This design comes from an exercise in tuning for small area, a short achievable clock period and few clock cycles per item on the open sky130 flow, not from production work.
No run shown here included a check of the RTL's function; only the layout flow was run.

==> flow/design.v, too long to show whole: its modules and the start of the top module <==
// module mac_dsp_pipe: 1055 lines
module mac_dsp_pipe #(
  parameter int A_WIDTH     = 25,
  parameter int B_WIDTH     = 18,
  parameter int ACC_WIDTH   = 48,
  parameter int PIPE_STAGES = 1
) (
  input  logic                 clk_i,
  input  logic                 rst_i,
  input  logic                 valid_i,
  output logic                 ready_o,
  input  logic [A_WIDTH-1:0]   a_i,
  input  logic [B_WIDTH-1:0]   b_i,
  input  logic                 clr_i,
  input  logic                 last_i,
  output logic                 valid_o,
  input  logic                 ready_i,
  output logic [ACC_WIDTH-1:0] acc_o,
  output logic                 ovf_o
);
  // ...
==> flow/flow/run.sh <==
#!/bin/bash
# Standard layout, with one netlist step between synthesis and floorplan: fixinv.py removes the
# inverters that Yosys leaves between full-adder cells (a full adder is self-dual, so a cell can
# compute on complemented signals instead). The new netlist is used only if ABC's cec proves it
# equivalent to the standard synthesis (registers paired by name); else the standard one is kept.
set -uo pipefail
export PATH="$FLOW_HOME/../tools/install/yosys/bin:$FLOW_HOME/../tools/install/OpenROAD/bin:$PATH"
R=orfs/results/${FLOW_PLATFORM}/mac_dsp_pipe/base
# port buffers: a plain buffer instead of the delay cell buffer_ports picks by itself
export BUFFER_PORTS_ARGS="-buffer_cell sky130_fd_sc_hd__buf_1"
bash standard.sh synth > synth.log 2>&1 || { echo "synthesis failed"; exit 1; }
cp "$R/1_2_yosys.v" standard_synth.v
if python3 flow/fixinv.py standard_synth.v fixed_synth.v > fixinv.log 2>&1 \
   && bash flow/cec.sh standard_synth.v fixed_synth.v > cec.log 2>&1 \
   && grep -q "Networks are equivalent" cec.log; then
  echo "using the netlist with full-adder polarities fixed"
  cp fixed_synth.v "$R/1_2_yosys.v"
  touch "$R/1_2_yosys.v"
else
  echo "keeping the standard netlist"
fi
bash standard.sh > layout.log 2>&1 || { echo "layout failed"; exit 1; }
test -f out/final.def
==> flow/flow/cec.sh <==
#!/bin/bash
# usage: cec.sh gold.v gate.v  -> combinational equivalence (registers matched by name) with ABC
set -e
t=$(mktemp -d -p .)
cat $1 $2 > $t/both.v
python3 $(dirname "$0")/lib2v.py ${LIB:-/OpenROAD-flow-scripts/flow/platforms/sky130hd/lib/sky130_fd_sc_hd__tt_025C_1v80.lib} $t/both.v > $t/cells.v
for x in gold gate; do
  f=$1; [ $x = gate ] && f=$2
  python3 $(dirname "$0")/cutff.py $f > $t/$x.v
  yosys -q -p "read_verilog $t/cells.v; read_verilog $t/$x.v; hierarchy -top mac_dsp_pipe; flatten; techmap; opt -purge; write_blif $t/$x.blif" >/dev/null
done
yosys-abc -c "cec -n $t/gold.blif $t/gate.blif"
rm -rf $t
==> flow/flow/cutff.py <==
#!/usr/bin/env python3
"""Turn every flip-flop of a flat sky130 netlist into ports (Q an input, D/DE outputs) named after
the flip-flop instance, so two netlists with the same registers can be compared combinationally."""
import re, sys
src = open(sys.argv[1]).read()
inst_re = re.compile(r'^  (sky130_fd_sc_hd__\w*dfxtp\w*) +(\S+) +\((.*?)\n  \);\n', re.S | re.M)
pin_re = re.compile(r'\.(\w+)\((.*?)\)(?:,|\s*$)', re.S)
newports, decl, assigns = [], [], []
def san(n): return re.sub(r'[^A-Za-z0-9_]', '_', n)
def esc(n): return n + ' ' if n.startswith('\\') else n
def repl(m):
    typ, name, body = m.groups()
    s = san(name)
    for p, n in pin_re.findall(body):
        n = n.strip()
        if p == 'CLK': continue
        if p == 'Q':
            newports.append(f"ffq_{s}"); decl.append(f"  input ffq_{s};\n"); assigns.append(f"  assign {esc(n)} = ffq_{s};\n")
        else:
            newports.append(f"ff{p.lower()}_{s}"); decl.append(f"  output ff{p.lower()}_{s};\n"); assigns.append(f"  assign ff{p.lower()}_{s} = {esc(n)};\n")
    return ''
src = inst_re.sub(repl, src)
src = re.sub(r'(module mac_dsp_pipe\()', r'\1' + ', '.join(newports) + ', ', src, count=1)
i = src.index(';', src.index('module mac_dsp_pipe(')) + 2
src = src[:i] + ''.join(decl) + src[i:]
src = src.replace('endmodule', ''.join(assigns) + 'endmodule')
print(src)
==> flow/flow/fixinv.py <==
#!/usr/bin/env python3
"""Remove inverters around full adders in a Yosys netlist of sky130 cells.

A full adder is self-dual: FA(~a, ~b, ~c) = (~sum, ~carry). The script picks, for each fa cell,
whether it computes on complemented signals (a local search that minimises the number of
signals that then need an inverter), removes the netlist's inverters, and inserts one inverter
per signal whose complement some load needs. The function of the netlist is unchanged.
usage: fixinv.py in.v out.v
"""
import re, sys, random

src = open(sys.argv[1]).read()
OUT_PINS = {'X', 'Y', 'Q', 'Q_N', 'SUM', 'COUT', 'HI', 'LO'}
inst_re = re.compile(r'^  (sky130_fd_sc_hd__\w+) +(\S+) +\((.*?)\n  \);\n', re.S | re.M)
pin_re = re.compile(r'\.(\w+)\((.*?)\)(?:,|\s*$)', re.S)

insts = []
for m in inst_re.finditer(src):
    typ, name, body = m.group(1), m.group(2), m.group(3)
    pins = [(p, n.strip()) for p, n in pin_re.findall(body)]
    insts.append(dict(typ=typ, name=name, pins=pins, span=m.span()))
head = src[:insts[0]['span'][0]]
tail = src[insts[-1]['span'][1]:]
# the text between instances must be empty (only instances are rewritten)
for a, b in zip(insts, insts[1:]):
    assert src[a['span'][1]:b['span'][0]].strip() == '', 'unexpected text between cells'
ports = set()
for m in re.finditer(r'^\s*(input|output)\s+(\[[^\]]*\]\s*)?(\S+);', head, re.M):
    ports.add(m.group(3))
def base_net(n):
    n = n.strip()
    if n.startswith('\\'): return n.split(' ')[0]
    return re.sub(r'\[\d+\]$', '', n)
def is_port(n): return base_net(n) in ports

is_inv = lambda t: re.search(r'__(clk)?inv(lp)?_\d+$', t) is not None
is_fa = lambda t: re.search(r'__fa_\d+$', t) is not None

# single-output cells with a complementary cell of the same inputs: (cell, its output pin)
COMP = {}
for a, b in [('nand2_1', 'and2_1'), ('nor2_1', 'or2_1'), ('xor2_1', 'xnor2_1'), ('a21oi_1', 'a21o_1'),
             ('a22oi_1', 'a22o_1'), ('o21ai_1', 'o21a_1'), ('nand3_1', 'and3_1'), ('nor3_1', 'or3_1'),
             ('a211oi_1', 'a211o_1'), ('o211ai_1', 'o211a_1'), ('a31oi_1', 'a31o_1'), ('o22ai_1', 'o22a_1')]:
    COMP['sky130_fd_sc_hd__' + a] = 'sky130_fd_sc_hd__' + b
    COMP['sky130_fd_sc_hd__' + b] = 'sky130_fd_sc_hd__' + a
def outpin(t):
    return 'Y' if re.search(r'__(nand|nor|xnor|a\d+oi|o\d+ai|inv|clkinv)', t) else 'X'
driver = {}
for i, c in enumerate(insts):
    for p, n in c['pins']:
        if p in OUT_PINS:
            driver[n] = (i, p)
# removable inverters: input and output not ports
inv_ok = set()
for i, c in enumerate(insts):
    if is_inv(c['typ']):
        d = dict(c['pins'])
        if not is_port(d['Y']) and not is_port(d['A']):
            inv_ok.add(i)
def root(n):
    pol = 0
    seen = 0
    while n in driver and driver[n][0] in inv_ok:
        n = dict(insts[driver[n][0]]['pins'])['A']; pol ^= 1; seen += 1
        assert seen < 100
    return n, pol

# loads: (inst index, pin idx, root, pol)
loads = []
for i, c in enumerate(insts):
    if i in inv_ok: continue
    for k, (p, n) in enumerate(c['pins']):
        if p in OUT_PINS or not n or n.startswith("1'b"): continue
        r, pol = root(n)
        loads.append((i, k, r, pol))
# root -> loads
from collections import defaultdict
by_root = defaultdict(list)
for L in loads: by_root[L[2]].append(L)
fa_idx = [i for i, c in enumerate(insts) if is_fa(c['typ'])]
flip = defaultdict(int)
def drv_flip(r):
    d = driver.get(r)
    return flip[d[0]] if d and is_fa(insts[d[0]]['typ']) else 0
def comp_root(r):
    d = driver.get(r)
    return d is not None and insts[d[0]]['typ'] in COMP and not is_port(r)
def cost_root(r):
    if comp_root(r):
        needs = set(pol ^ flip[i] for (i, k, _, pol) in by_root[r])
        return 1 if len(needs) > 1 else 0
    ph = drv_flip(r)
    for (i, k, _, pol) in by_root[r]:
        if pol ^ flip[i] != ph: return 1
    return 0
# roots touched by each fa
touch = defaultdict(set)
for i in fa_idx:
    for p, n in insts[i]['pins']:
        if p in OUT_PINS: touch[i].add(n)
        elif n and not n.startswith("1'b"): touch[i].add(root(n)[0])
total = sum(cost_root(r) for r in by_root)
start_cost = total
random.seed(1)
for it in range(50):
    improved = False
    order = fa_idx[:]; random.shuffle(order)
    for i in order:
        before = sum(cost_root(r) for r in touch[i])
        flip[i] ^= 1
        after = sum(cost_root(r) for r in touch[i])
        if after < before or (after == before and random.random() < 0.1 and it < 25):
            total += after - before
            improved = improved or after < before
        else:
            flip[i] ^= 1
    if not improved and it >= 25: break
total = sum(cost_root(r) for r in by_root)
n_inv_before = len(inv_ok)

# rebuild
def esc(n): return n + ' ' if n.startswith('\\') else n
newpin = {}
neg_net = {}
swapped = 0
for r, Ls in by_root.items():
    if comp_root(r):
        needs = set(pol ^ flip[i] for (i, k, _, pol) in Ls)
        if needs == {1}:
            di = driver[r][0]
            c = insts[di]
            t2 = COMP[c['typ']]
            c['pins'] = [((outpin(t2) if p == outpin(c['typ']) else p), n) for p, n in c['pins']]
            c['typ'] = t2
            flip[('drv', r)] = 1
            swapped += 1
extra = []
wires = []
cnt = 0
for r, Ls in by_root.items():
    ph = drv_flip(r) ^ flip[('drv', r)]
    for (i, k, _, pol) in Ls:
        need = pol ^ flip[i]
        if need == ph:
            newpin[(i, k)] = r
        else:
            if r not in neg_net:
                nn = f"_fixinv_n{cnt}_"; cnt += 1
                neg_net[r] = nn
                wires.append(f"  wire {nn};\n")
                extra.append(f"  sky130_fd_sc_hd__inv_1 _fixinv_i{cnt}_ (\n    .A({esc(r)}),\n    .Y({nn})\n  );\n")
            newpin[(i, k)] = neg_net[r]
out = [head.replace('\nendmodule', '') if False else head]
out.extend(wires)
for i, c in enumerate(insts):
    if i in inv_ok: continue
    pins = []
    for k, (p, n) in enumerate(c['pins']):
        n2 = newpin.get((i, k), n)
        pins.append(f"    .{p}({esc(n2)})")
    out.append(f"  {c['typ']} {c['name']} (\n" + ",\n".join(pins) + "\n  );\n")
out.extend(extra)
out.append(tail)
open(sys.argv[2], 'w').write("".join(out))
sys.stderr.write(f"fixinv: {len(fa_idx)} full adders, {sum(flip[i] for i in fa_idx)} flipped; "
                 f"{swapped} cells complemented; inverters {n_inv_before} -> {len(extra)}\n")
==> flow/flow/lib2v.py <==
#!/usr/bin/env python3
"""Write Verilog models of the sky130hd cells a netlist uses, from the liberty functions."""
import re, sys
lib = open(sys.argv[1]).read()
used = set(re.findall(r'(sky130_fd_sc_hd__\w+)\s+\S+\s*\(', open(sys.argv[2]).read()))
out = []
seen = set()
for m in re.finditer(r'\n\s*cell\s*\(\s*"?(sky130_fd_sc_hd__\w+)"?\s*\)\s*\{', lib):
    name = m.group(1)
    if name not in used or name in seen: continue
    seen.add(name)
    # cell body: up to next top-level cell
    start = m.end()
    nxt = lib.find('\n    cell (', start)
    body = lib[start:nxt if nxt > 0 else len(lib)]
    pins = re.findall(r'\n\s*pin\s*\(\s*"?(\w+)"?\s*\)\s*\{(.*?)(?=\n\s*pin\s*\(|\Z)', body, re.S)
    ins, outs = [], []
    for pn, pb in pins:
        d = re.search(r'direction\s*:\s*"?(\w+)"?', pb).group(1)
        f = re.search(r'\bfunction\s*:\s*"([^"]*)"', pb)
        if d == 'input': ins.append(pn)
        elif d == 'output': outs.append((pn, f.group(1) if f else None))
    if 'edfxtp' in name:
        out.append(f"module {name}(input CLK, input D, input DE, output reg Q); always @(posedge CLK) if (DE) Q <= D; endmodule")
        continue
    if 'dfxtp' in name:
        out.append(f"module {name}(input CLK, input D, output reg Q); always @(posedge CLK) Q <= D; endmodule")
        continue
    if 'XX' in name:
        out.append(f"module {name}(input CLK, input D, input DE, output reg Q); always @(posedge CLK) if (DE) Q <= D; endmodule")
        continue
    ports = ", ".join([f"input {p}" for p in ins] + [f"output {p}" for p, _ in outs])
    lines = [f"module {name}({ports});"]
    for p, f in outs:
        if f is None:
            lines.append(f"  assign {p} = 1'b0; // no function")
            continue
        e = f.replace('!', '~').replace('+', '|')
        e = re.sub(r"(\w+)'", r"(~\1)", e)
        e = re.sub(r'(\w|\))\s+(\w|\(|~)', r'\1 & \2', e)
        lines.append(f"  assign {p} = {e};")
    lines.append("endmodule")
    out.append("\n".join(lines))
print("\n".join(out))
==> flow/standard.sh <==
#!/bin/bash
# synth_recipe.tcl (not shown) runs the flow's synth.tcl, then flattens the netlist and writes it again
# the make line also repeats each setting of config.mk as NAME=value (left out here)
make -C /OpenROAD-flow-scripts/flow DESIGN_CONFIG=/design/flow/config.mk WORK_HOME=/design/flow/orfs CLKGATE_MAP_FILE= SYNTH_SCRIPT=/design/flow/synth_recipe.tcl "${@:-finish}"
==> flow/config.mk <==
export PLATFORM = sky130hd
export DESIGN_NAME = mac_dsp_pipe
export DESIGN_NICKNAME = mac_dsp_pipe
export VERILOG_FILES = /design/flow/design.v
export SDC_FILE = /design/flow/constraint.sdc
export NUM_CORES = 4
export LEC_CHECK = 0
export CAP_MARGIN = 20
export CORE_MARGIN = 2
export CORE_UTILIZATION = 75
export PLACE_DENSITY = 0.85
export SETUP_SLACK_MARGIN = 3.25
export SLEW_MARGIN = 20
==> flow/constraint.sdc <==
create_clock -name core_clock -period 7.0 [get_ports {clk_i}]
set_input_delay 1.4000 -clock core_clock [delete_from_list [all_inputs] [get_ports {clk_i}]]
set_output_delay 1.4000 -clock core_clock [all_outputs]
set_load 0.01 [all_outputs]
==> impl_metrics.yaml, run 1 <==
status:
  status: "timing/DRC/antenna clean"
timing:
  rsz0062_at_grt: "true"
  finalHoldViolCount: 0
  fin_ws_ps: 3163
  tightest_slew_ps: 936.6
  setup_viol: 0
layout:
  seq_share_pct: 33.39
  fill_cells: 1308
  area_growth_pct: 9.921
  seq_cell_count: 239
floorplanning:
  floorplan.initialDensity_pct: 76.88
  die_h_um: 165.1
  num_rows: 58
detailed_routing:
  avgViaCountPerCell: 7.069
  drt_iter0_markers: 2206
yosys:
  postSynthNetCount: 1935
  yosysWarningCount: 1
cts:
  cts.sinks: 239
  cts.clk_slew.worst_paths_ps: 60
  ctsHoldBuffers: 0
  insertion_delay_ps: 560
  clk_path_buf_depth: 3
  cts_buffers: 26
setup_path:
  critPathLaunch: "r_a[8]"
  path_class: "flop to flop"
  critical_path_required_ps: 7300
  worst-path-stages: 6
  cp_common_cell: "fa_1"
min_path:
  whs_path_depth: 0
  min-delay-path-class: "flop to flop"
global_routing:
  track_usage_pct: 38.04
  grt_use_met1_pct: 54.33
place:
  port_buffers: 99
  post-place-ws_ps: 2631
job:
  maxCapViolCount: 0
==> run 2, diff against run 1 <==
--- a/flow/design.v
+++ b/flow/design.v
@@ -13,18 +13,16 @@
   input  logic                 clr_i,
   input  logic                 last_i,
   output logic                 valid_o,
   input  logic                 ready_i,
   output logic [ACC_WIDTH-1:0] acc_o,
   output logic                 ovf_o
 );
   logic ce, take, start, clear, new_frame, ovf, add_ovf, basen47;
-  logic zero, fin, ovf_nxt, out_ovf;
-  logic [47:0] out_acc;
   logic [47:0] acc, base;
   logic [48:0] tsum, rx, ry;
   logic [25:0] am;    
   logic [18:0] bm;    
   logic one0, two0, neg0, ppn0, e_one0, e_two0, e_neg0;
   logic [24:0] pp0;
   logic one1, two1, neg1, ppn1, e_one1, e_two1, e_neg1;
   logic [24:0] pp1;
@@ -44,17 +42,17 @@
   logic [24:0] pp8;
   logic fs0, fc0, fs1, fc1, fs2, fc2, fs3, fc3, fs4, fc4, fs5, fc5, fs6, fc6, fs7, fc7, fs8, fc8, fs9, fc9, fs10, fc10, fs11, fc11, fs12, fc12, fs13, fc13, fs14, fc14, fs15, fc15, fs16, fc16, fs17, fc17, fs18, fc18, fs19, fc19, fs20, fc20, fs21, fc21, fs22, fc22, fs23, fc23, fs24, fc24, fs25, fc25, fs26, fc26, fs27, fc27, fs28, fc28, fs29, fc29, fs30, fc30, fs31, fc31, fs32, fc32, fs33, fc33, fs34, fc34, fs35, fc35, fs36, fc36, fs37, fc37, fs38, fc38, fs39, fc39, fs40, fc40, fs41, fc41, fs42, fc42, fs43, fc43, fs44, fc44, fs45, fc45, fs46, fc46, fs47, fc47, fs48, fc48, fs49, fc49, fs50, fc50, fs51, fc51, fs52, fc52, fs53, fc53, fs54, fc54, fs55, fc55, fs56, fc56, fs57, fc57, fs58, fc58, fs59, fc59, fs60, fc60, fs61, fc61, fs62, fc62, fs63, fc63, fs64, fc64, fs65, fc65, fs66, fc66, fs67, fc67, fs68, fc68, fs69, fc69, fs70, fc70, fs71, fc71, fs72, fc72, fs73, fc73, fs74, fc74, fs75, fc75, fs76, fc76, fs77, fc77, fs78, fc78, fs79, fc79, fs80, fc80, fs81, fc81, fs82, fc82, fs83, fc83, fs84, fc84, fs85, fc85, fs86, fc86, fs87, fc87, fs88, fc88, fs89, fc89, fs90, fc90, fs91, fc91, fs92, fc92, fs93, fc93, fs94, fc94, fs95, fc95, fs96, fc96, fs97, fc97, fs98, fc98, fs99, fc99, fs100, fc100, fs101, fc101, fs102, fc102, fs103, fc103, fs104, fc104, fs105, fc105, fs106, fc106, fs107, fc107, fs108, fc108, fs109, fc109, fs110, fc110, fs111, fc111, fs112, fc112, fs113, fc113, fs114, fc114, fs115, fc115, fs116, fc116, fs117, fc117, fs118, fc118, fs119, fc119, fs120, fc120, fs121, fc121, fs122, fc122, fs123, fc123, fs124, fc124, fs125, fc125, fs126, fc126, fs127, fc127, fs128, fc128, fs129, fc129, fs130, fc130, fs131, fc131, fs132, fc132, fs133, fc133, fs134, fc134, fs135, fc135, fs136, fc136, fs137, fc137, fs138, fc138, fs139, fc139, fs140, fc140, fs141, fc141, fs142, fc142, fs143, fc143, fs144, fc144, fs145, fc145, fs146, fc146, fs147, fc147, fs148, fc148, fs149, fc149, fs150, fc150, fs151, fc151, fs152, fc152, fs153, fc153, fs154, fc154, fs155, fc155, fs156, fc156, fs157, fc157, fs158, fc158, fs159, fc159, fs160, fc160, fs161, fc161, fs162, fc162, fs163, fc163, fs164, fc164, fs165, fc165, fs166, fc166, fs167, fc167, fs168, fc168, fs169, fc169, fs170, fc170, fs171, fc171, fs172, fc172, fs173, fc173, fs174, fc174, fs175, fc175, fs176, fc176, fs177, fc177, fs178, fc178, fs179, fc179, fs180, fc180, fs181, fc181, fs182, fc182, fs183, fc183, fs184, fc184, fs185, fc185, fs186, fc186, fs187, fc187, fs188, fc188, fs189, fc189, fs190, fc190, fs191, fc191, fs192, fc192, fs193, fc193, fs194, fc194, fs195, fc195, fs196, fc196, fs197, fc197, fs198, fc198, fs199, fc199;
   logic [24:0] r_a;
   logic r_v, r_clr, r_last;
   logic [8:0] r_one, r_two, r_neg;
   logic [48:0] c_x, c_y, s3, c3;
   logic c_v, c_last, c_start, c_start_nx;
   logic [48:0] g_f, p_f;
-  assign ce      = !(c_v && c_last && valid_o && !ready_i);
+  assign ce      = !valid_o || ready_i;
   assign ready_o = ce;
   assign take    = valid_i && ce;
   assign bm      = {b_i, 1'b0};
   assign e_neg0 = bm[2];
   assign e_one0 = (bm[1] ^ bm[0]);
   assign e_two0 = ((bm[2] & !bm[1] & !bm[0]) | (!bm[2] & bm[1] & bm[0]));
   assign e_neg1 = bm[4];
   assign e_one1 = (bm[3] ^ bm[2]);
@@ -550,22 +548,25 @@
   assign ry = {1'b0, 1'b0, 1'b0, 1'b0, 1'b0, 1'b0, 1'b0, ppn8, fs199, fs198, fs197, fs196, fs195, fs194, fs193, fs192, fs191, fs190, fs189, fs188, fs187, fs186, fs185, fs184, fs183, fs182, fs181, fs180, fs179, fs178, fs177, fs176, fs175, fs174, fs173, fs172, fs171, fs170, fs169, fs168, fs167, fs166, fs165, fs164, fs163, fs162, pp1[0], 1'b0, pp0[0]};
   always_ff @(posedge clk_i) begin
     if (rst_i) c_v <= 1'b0;
     else if (ce) c_v <= r_v;
   end
   assign c_start_nx = r_clr || (c_v ? c_last : new_frame);
   always_ff @(posedge clk_i) begin
     if (ce) begin
+      c_start <= c_start_nx;
       c_last <= r_last;
       c_x    <= rx;
       c_y    <= ry;
     end
   end
-  assign base = acc;
+  assign start = c_start;
+  assign clear = c_v && start;
+  assign base = start ? 48'd0 : acc;
   assign basen47 = !base[47];
   assign s3 = {1'b0, basen47, base[46:0]} ^ c_x ^ c_y;
   assign c3 = {(({1'b0, basen47, base[46:0]} & c_x) | ({1'b0, basen47, base[46:0]} & c_y) | (c_x & c_y)), 1'b0};
   assign g_f = s3 & c3;
   assign p_f = s3 ^ c3;
   wire gg_f0 = g_f[1] | (p_f[1] & g_f[0]);
   wire gg_f1 = g_f[2] | (p_f[2] & g_f[1]);
   wire pg_f1 = p_f[2] & p_f[1];
@@ -1025,31 +1026,26 @@
   assign tsum[42] = p_f[42] ^ gg_f223;
   assign tsum[43] = p_f[43] ^ gg_f224;
   assign tsum[44] = p_f[44] ^ gg_f225;
   assign tsum[45] = p_f[45] ^ gg_f226;
   assign tsum[46] = p_f[46] ^ gg_f227;
   assign tsum[47] = p_f[47] ^ gg_f228;
   assign tsum[48] = p_f[48] ^ gg_f229;
   assign add_ovf = tsum[48] ^ tsum[47];
-  assign fin      = ce && c_v && c_last;
-  assign ovf_nxt  = ovf || add_ovf;
-  assign zero     = rst_i || fin || (ce && r_v && r_clr);
   always_ff @(posedge clk_i) begin
-    if (zero || (ce && c_v)) begin
-      acc <= zero ? 48'd0 : tsum[47:0];
-      ovf <= !zero && ovf_nxt;
+    if (rst_i) begin
+      new_frame <= 1'b1;
+      valid_o   <= 1'b0;
+    end else if (ce) begin
+      if (c_v) new_frame <= c_last;
+      valid_o <= c_v && c_last;
     end
   end
   always_ff @(posedge clk_i) begin
-    if (rst_i) valid_o <= 1'b0;
-    else if (fin) valid_o <= 1'b1;
-    else if (ready_i) valid_o <= 1'b0;
-  end
-  always_ff @(posedge clk_i) begin
-    if (fin) begin
-      out_acc <= tsum[47:0];
-      out_ovf <= ovf_nxt;
+    if (ce && c_v) begin
+      acc <= tsum[47:0];
+      ovf <= (ovf && !start) || add_ovf;
     end
   end
-  assign acc_o = out_acc;
-  assign ovf_o = out_ovf;
+  assign acc_o = acc;
+  assign ovf_o = ovf;
 endmodule
==> flow/flow/run.sh (replaced) <==
#!/bin/bash
# Standard layout, with netlist steps between synthesis and floorplan: fanout.py takes out the
# synthesis buffers (the flow removes them anyway); fixinv.py removes the inverters that Yosys
# leaves between full-adder cells (a full adder is self-dual, so a cell can compute on complemented
# signals instead; single-output gates can be swapped for their complement); fanout.py then gives
# register outputs with many loads a driver (two inverters). The new netlist is used only if ABC's cec proves it
# equivalent to the standard synthesis (registers paired by name); else the standard one is kept.
set -uo pipefail
export PATH="$FLOW_HOME/../tools/install/yosys/bin:$FLOW_HOME/../tools/install/OpenROAD/bin:$PATH"
R=orfs/results/${FLOW_PLATFORM}/mac_dsp_pipe/base
# port buffers: a plain buffer instead of the delay cell buffer_ports picks by itself
export BUFFER_PORTS_ARGS="-buffer_cell sky130_fd_sc_hd__buf_1"
bash standard.sh synth > synth.log 2>&1 || { echo "synthesis failed"; exit 1; }
cp "$R/1_2_yosys.v" standard_synth.v
if python3 flow/fanout.py standard_synth.v nobuf_synth.v 0 > fanout0.log 2>&1 \
   && python3 flow/fixinv.py nobuf_synth.v inv_synth.v > fixinv.log 2>&1 \
   && python3 flow/fanout.py inv_synth.v fixed_synth.v ${FANOUT_MAX:-12} > fanout.log 2>&1 \
   && bash flow/cec.sh standard_synth.v fixed_synth.v > cec.log 2>&1 \
   && grep -q "Networks are equivalent" cec.log; then
  echo "using the netlist with full-adder polarities fixed"
  cp fixed_synth.v "$R/1_2_yosys.v"
  touch "$R/1_2_yosys.v"
else
  echo "keeping the standard netlist"
fi
bash standard.sh > layout.log 2>&1 || { echo "layout failed"; exit 1; }
test -f out/final.def
==> flow/flow/fanout.py (new file) <==
#!/usr/bin/env python3
"""Give high-fanout register outputs a driver. Buffers (which the layout flow removes anyway) are
taken out first; then every register output with more than MAX loads drives its loads through a
pair of inverters, so the register, whose cell the flow must keep, sees one small load.
usage: fanout.py in.v out.v MAX"""
import re, sys
from collections import defaultdict
src = open(sys.argv[1]).read()
MAX = int(sys.argv[3])
OUT_PINS = {'X', 'Y', 'Q', 'Q_N', 'SUM', 'COUT', 'HI', 'LO'}
inst_re = re.compile(r'^  (sky130_fd_sc_hd__\w+) +(\S+) +\((.*?)\n  \);\n', re.S | re.M)
pin_re = re.compile(r'\.(\w+)\((.*?)\)(?:,|\s*$)', re.S)
insts = []
for m in inst_re.finditer(src):
    insts.append([m.group(1), m.group(2), [(p, n.strip()) for p, n in pin_re.findall(m.group(3))], m.span()])
head = src[:insts[0][3][0]]
tail = src[insts[-1][3][1]:]
ports = set(m.group(3) for m in re.finditer(r'^\s*(input|output)\s+(\[[^\]]*\]\s*)?(\S+);', head, re.M))
def base_net(n): return n.split(' ')[0] if n.startswith('\\') else re.sub(r'\[\d+\]$', '', n)
def is_port(n): return base_net(n) in ports
def esc(n): return n + ' ' if n.startswith('\\') else n
# remove buffers whose output is not a port
alias = {}
keep = []
for c in insts:
    if re.search(r'__(clk)?buf_\d+$', c[0]):
        d = dict(c[2])
        if not is_port(d['X']):
            alias[d['X']] = d['A']
            continue
    keep.append(c)
def res(n):
    while n in alias: n = alias[n]
    return n
for c in keep:
    c[2] = [(p, n if p in OUT_PINS else res(n)) for p, n in c[2]]
loads = defaultdict(int)
for c in keep:
    for p, n in c[2]:
        if p not in OUT_PINS: loads[n] += 1
extra, wires = [], []
k = 0
for c in list(keep):
    if 'dfxtp' not in c[0]: continue
    q = dict(c[2]).get('Q')
    if MAX <= 0 or q is None or is_port(q) or loads[q] <= MAX: continue
    n1, n2 = f"_fixfo_a{k}_", f"_fixfo_b{k}_"
    wires.append(f"  wire {n1};\n  wire {n2};\n")
    for d in keep:
        if d is c: continue
        d[2] = [(p, n2 if (p not in OUT_PINS and n == q) else n) for p, n in d[2]]
    extra.append([ 'sky130_fd_sc_hd__inv_2', f"_fixfo_i{k}_", [('A', q), ('Y', n1)]])
    extra.append([ 'sky130_fd_sc_hd__inv_4', f"_fixfo_j{k}_", [('A', n1), ('Y', n2)]])
    k += 1
out = [head] + wires
for c in keep + extra:
    out.append(f"  {c[0]} {c[1]} (\n" + ",\n".join(f"    .{p}({esc(n)})" for p, n in c[2]) + "\n  );\n")
out.append(tail)
open(sys.argv[2], 'w').write("".join(out))
sys.stderr.write(f"fanout: {len(alias)} buffers removed, {k} register outputs given a driver\n")
--- a/flow/flow/fixinv.py
+++ b/flow/flow/fixinv.py
@@ -35,17 +35,18 @@
 
 is_inv = lambda t: re.search(r'__(clk)?inv(lp)?_\d+$', t) is not None
 is_fa = lambda t: re.search(r'__fa_\d+$', t) is not None
 
 # single-output cells with a complementary cell of the same inputs: (cell, its output pin)
 COMP = {}
 for a, b in [('nand2_1', 'and2_1'), ('nor2_1', 'or2_1'), ('xor2_1', 'xnor2_1'), ('a21oi_1', 'a21o_1'),
              ('a22oi_1', 'a22o_1'), ('o21ai_1', 'o21a_1'), ('nand3_1', 'and3_1'), ('nor3_1', 'or3_1'),
-             ('a211oi_1', 'a211o_1'), ('o211ai_1', 'o211a_1'), ('a31oi_1', 'a31o_1'), ('o22ai_1', 'o22a_1')]:
+             ('a211oi_1', 'a211o_1'), ('o211ai_1', 'o211a_1'), ('a31oi_1', 'a31o_1'), ('o22ai_1', 'o22a_1'),
+             ('nand2b_1', 'and2b_1'), ('nor2b_1', 'or2b_1'), ('o21ai_0', 'o21a_1'), ('nand4_1', 'and4_1'), ('nor4_1', 'or4_1')]:
     COMP['sky130_fd_sc_hd__' + a] = 'sky130_fd_sc_hd__' + b
     COMP['sky130_fd_sc_hd__' + b] = 'sky130_fd_sc_hd__' + a
 def outpin(t):
     return 'Y' if re.search(r'__(nand|nor|xnor|a\d+oi|o\d+ai|inv|clkinv)', t) else 'X'
 driver = {}
 for i, c in enumerate(insts):
     for p, n in c['pins']:
         if p in OUT_PINS:
@@ -96,30 +97,36 @@
 # roots touched by each fa
 touch = defaultdict(set)
 for i in fa_idx:
     for p, n in insts[i]['pins']:
         if p in OUT_PINS: touch[i].add(n)
         elif n and not n.startswith("1'b"): touch[i].add(root(n)[0])
 total = sum(cost_root(r) for r in by_root)
 start_cost = total
-random.seed(1)
-for it in range(50):
-    improved = False
-    order = fa_idx[:]; random.shuffle(order)
-    for i in order:
-        before = sum(cost_root(r) for r in touch[i])
-        flip[i] ^= 1
-        after = sum(cost_root(r) for r in touch[i])
-        if after < before or (after == before and random.random() < 0.1 and it < 25):
-            total += after - before
-            improved = improved or after < before
-        else:
+best = None
+for seed in range(1, 13):
+    random.seed(seed)
+    for i in fa_idx: flip[i] = 0 if seed % 2 else random.randint(0, 1)
+    for it in range(80):
+        improved = False
+        order = fa_idx[:]; random.shuffle(order)
+        for i in order:
+            before = sum(cost_root(r) for r in touch[i])
             flip[i] ^= 1
-    if not improved and it >= 25: break
+            after = sum(cost_root(r) for r in touch[i])
+            if after < before or (after == before and random.random() < 0.2 and it < 50):
+                improved = improved or after < before
+            else:
+                flip[i] ^= 1
+        if not improved and it >= 50: break
+    tot = sum(cost_root(r) for r in by_root)
+    if best is None or tot < best[0]:
+        best = (tot, {i: flip[i] for i in fa_idx})
+for i in fa_idx: flip[i] = best[1][i]
 total = sum(cost_root(r) for r in by_root)
 n_inv_before = len(inv_ok)
 
 # rebuild
 def esc(n): return n + ' ' if n.startswith('\\') else n
 newpin = {}
 neg_net = {}
 swapped = 0
==> flow/config.mk (replaced) <==
export PLATFORM = sky130hd
export DESIGN_NAME = mac_dsp_pipe
export DESIGN_NICKNAME = mac_dsp_pipe
export VERILOG_FILES = /design/flow/design.v
export SDC_FILE = /design/flow/constraint.sdc
export NUM_CORES = 4
export LEC_CHECK = 0
export CAP_MARGIN = 20
export CORE_MARGIN = 2
export CORE_UTILIZATION = 60
export PLACE_DENSITY = 0.75
export SETUP_SLACK_MARGIN = 3.2
export SLEW_MARGIN = 20
==> run 2 against run 1 <==
Largest cell class unchanged. Non-clock buffer count decreased by 45. Hold slack got worse by 9.8 ps. Register-to-register slack about the same.
==> impl_metrics.yaml, run 2 <==
detailed_routing:
  drcViolationCount: 0
  wl_um: 46140
  wl_per_cell_um: 22.60
  vias: 12900
  ant_nets: 0
  drt_iter0_markers: 1646
  dr.pass1.iters: 6
  avgViaCountPerCell: 6.318
layout:
  final_cell_mix: "xnor2_1, a22oi_1, fa_1, edfxtp_1, buf_1"
  layout-drive-gt1-share_pct: 14.83
  largest_register_ffs: 48
  final_core_util_pct: 68.20
  top_register: "acc"
  n_antenna_cell: 0
  top_regs: "acc x48, c_x x42, c_y x41"
  multiInputGateArea_um2: 11900
  final_common_cell: "xnor2_1"
  final_nets: 1973
  fill_cells: 2203
  area_growth_pct: 12.53
  regArea_um2: 5725
place:
  port_buffers: 99
  place.gp.congestion: 0.9151
  dp_hpwl_um: 30620
global_routing:
  track_usage_pct: 30.50
  grt_pass1_vias: 12830
  grt_overflow_total: 0
  grt_start_max_net_pins: 61
  grt_pass1_wl_um: 72650
  antenna_found_initial: 0
setup_path:
  worstPathCellList: "inv_2 > inv_8 > clkinvlp_4 > buf_4 > and2_1 > fa_1 > ha_4 > a21o_1 > a211o_1 > a211oi_2 > or2_1 > a211o_1 > o31ai_4 > a31oi_2 > buf_4 > buf_4 > xnor2_1"
  cp_common_cell: "buf_4"
  critPathLaunch: "c_start"
  path_class: "flop to flop"
  critical_path_required_ps: 7200
  critPathMaxStageDelay_ps: 480
  arrival_ps: 4050
  worstSetupEndpointType: "flop"
  slowest_stage: "fa_1"
  cpLargestDelayFamily: "compound AO/OA/AOI/OAI gates"
  r2r-start: "c_start"
  worstPathMaxFanout: 8
  critPathBufInv: 6
  start_kind: "flop"
min_path:
  min_from: "r_last"
  min-delay-path-class: "flop to flop"
timing:
  min_period_ps: 3848
  setup_viol: 0
  finalHoldViolCount: 0
  tightest_slew_ps: 798.0
  timing.fmax_mhz: 259.9
  slew_headroom_pct: 46.80
  finalCritPeriodShare_pct: 54.97
  rsz0062_at_grt: "true"
  fin_setup_tns_ps: 0
  drv_slew: 0
  skew_ps: 17.16
  whs_ps: 445.2
cts:
  cts_tree: "yes"
  cts.sinks: 192
  cts-root-buf: "clkbuf_16"
  cts_buffers: 17
  insertion_delay_ps: 460
  cts.clk_slew.worst_paths_ps: 90
  clk_path_buf_depth: 2
  h-tree-depth: 4
floorplanning:
  dieArea_um2: 31090
  ios: 100
  num_rows: 63
  die_width_um: 176.3
  core-area_um2: 29400
  floorplan.initialDensity_pct: 60.61
  die_h_um: 176.3
yosys:
  yosysWarningCount: 1
  syn_inst: 1482
  syn_area_um2: 17820
  syn_avg_cell_area_um2: 12.02
  postSynthNetCount: 1816
job:
  maxCapViolCount: 0
status:
  status: "timing/DRC/antenna clean"
==> run 2: path summary, 6_finish.rpt <==
| check | end | slack [ps] | cells after the start |
|---|---|---|---|
| hold reg to reg | c_last | 450 | 0 |
| setup / recovery | acc[44] | 3150 | 17 |
| setup reg to reg | acc[44] | 3150 | 17 |
| hold / removal | c_last | 450 | 0 |
==> run 2: final cells by class <==
type	instances	area share, %
repair inverters	1	0.03744
well taps	390	2.434
clock buffers	17	2.122
repair buffers	138	3.457
multi-input cells	1155	59.33
clock inverters	15	0.8486
flip-flops and latches	192	28.55
inverters	134	3.220
==> run 2: timing repair <==
action | 4_1_cts | 5_1_grt
endpoints found under the setup margin | 59 | 18
hold buffers | 0 | 0
setup buffers | 22 | 12
hold endpoints to repair | 0 | 0
cloned | 1 | 0
resized for setup | 33 | 43
pin swaps | 13 | 24
==> run 2: layer usage <==
layer | vias up | global-route usage, % | share of wire [%]
met3 | 86 | 5.728 | 9.4
met4 | 0 | 7.472 | 2.0
met5 | - | 0 | 0
met1 | 6384 | 46.33 | 43
met2 | 750 | 45.57 | 45
li1 | 5681 | - | -
==> run 2: worst register-to-register path: stages (launching register included) <==
cell and delay (ps):
edfxtp_1 360, inv_2 60, inv_8 70, clkinvlp_4 130, buf_4 200, and2_1 150, fa_1 480, ha_4 330
a21o_1 160, a211o_1 160, a211oi_2 80, or2_1 260, a211o_1 340, o31ai_4 310, a31oi_2 120, buf_4 140
buf_4 130, xnor2_1 110
==> run 2: stage by stage <==
step                      area (um^2)  cells  setup slack, ps
after floorplan                 17840   1482             3084
after global routing            20050   2042             2975
final                           20050   2042             3152
after detailed placement        18730   1975             2332
after global placement          18730   1975             2448
after CTS                       19730   2030             3120

re-timing with driven ports:
Ports are ideal in the flow. The routed layouts listed here were re-timed in OpenROAD. Step 1 sets driving cells, clkbuf_16 on the clock port and buf_2 on the other inputs (assumed; they add their load-dependent delay and slew). Step 2 also shifts input and output timing later by t, the mid clock arrival at the registers, as if the neighbouring blocks saw the same clock. Slacks: no drivers / after step 1 / after step 2; pairs: no drivers / after step 1.
run | t, ns | setup slack, ns | latest minus earliest clock arrival (ns)
run 1 | 0.605 | 3.163 / 3.163 / 3.163 | 0.022 / 0.021
run 2 | 0.502 | 3.152 / 3.152 / 3.152 | 0.018 / 0.018
After both steps every run listed still meets setup and hold.
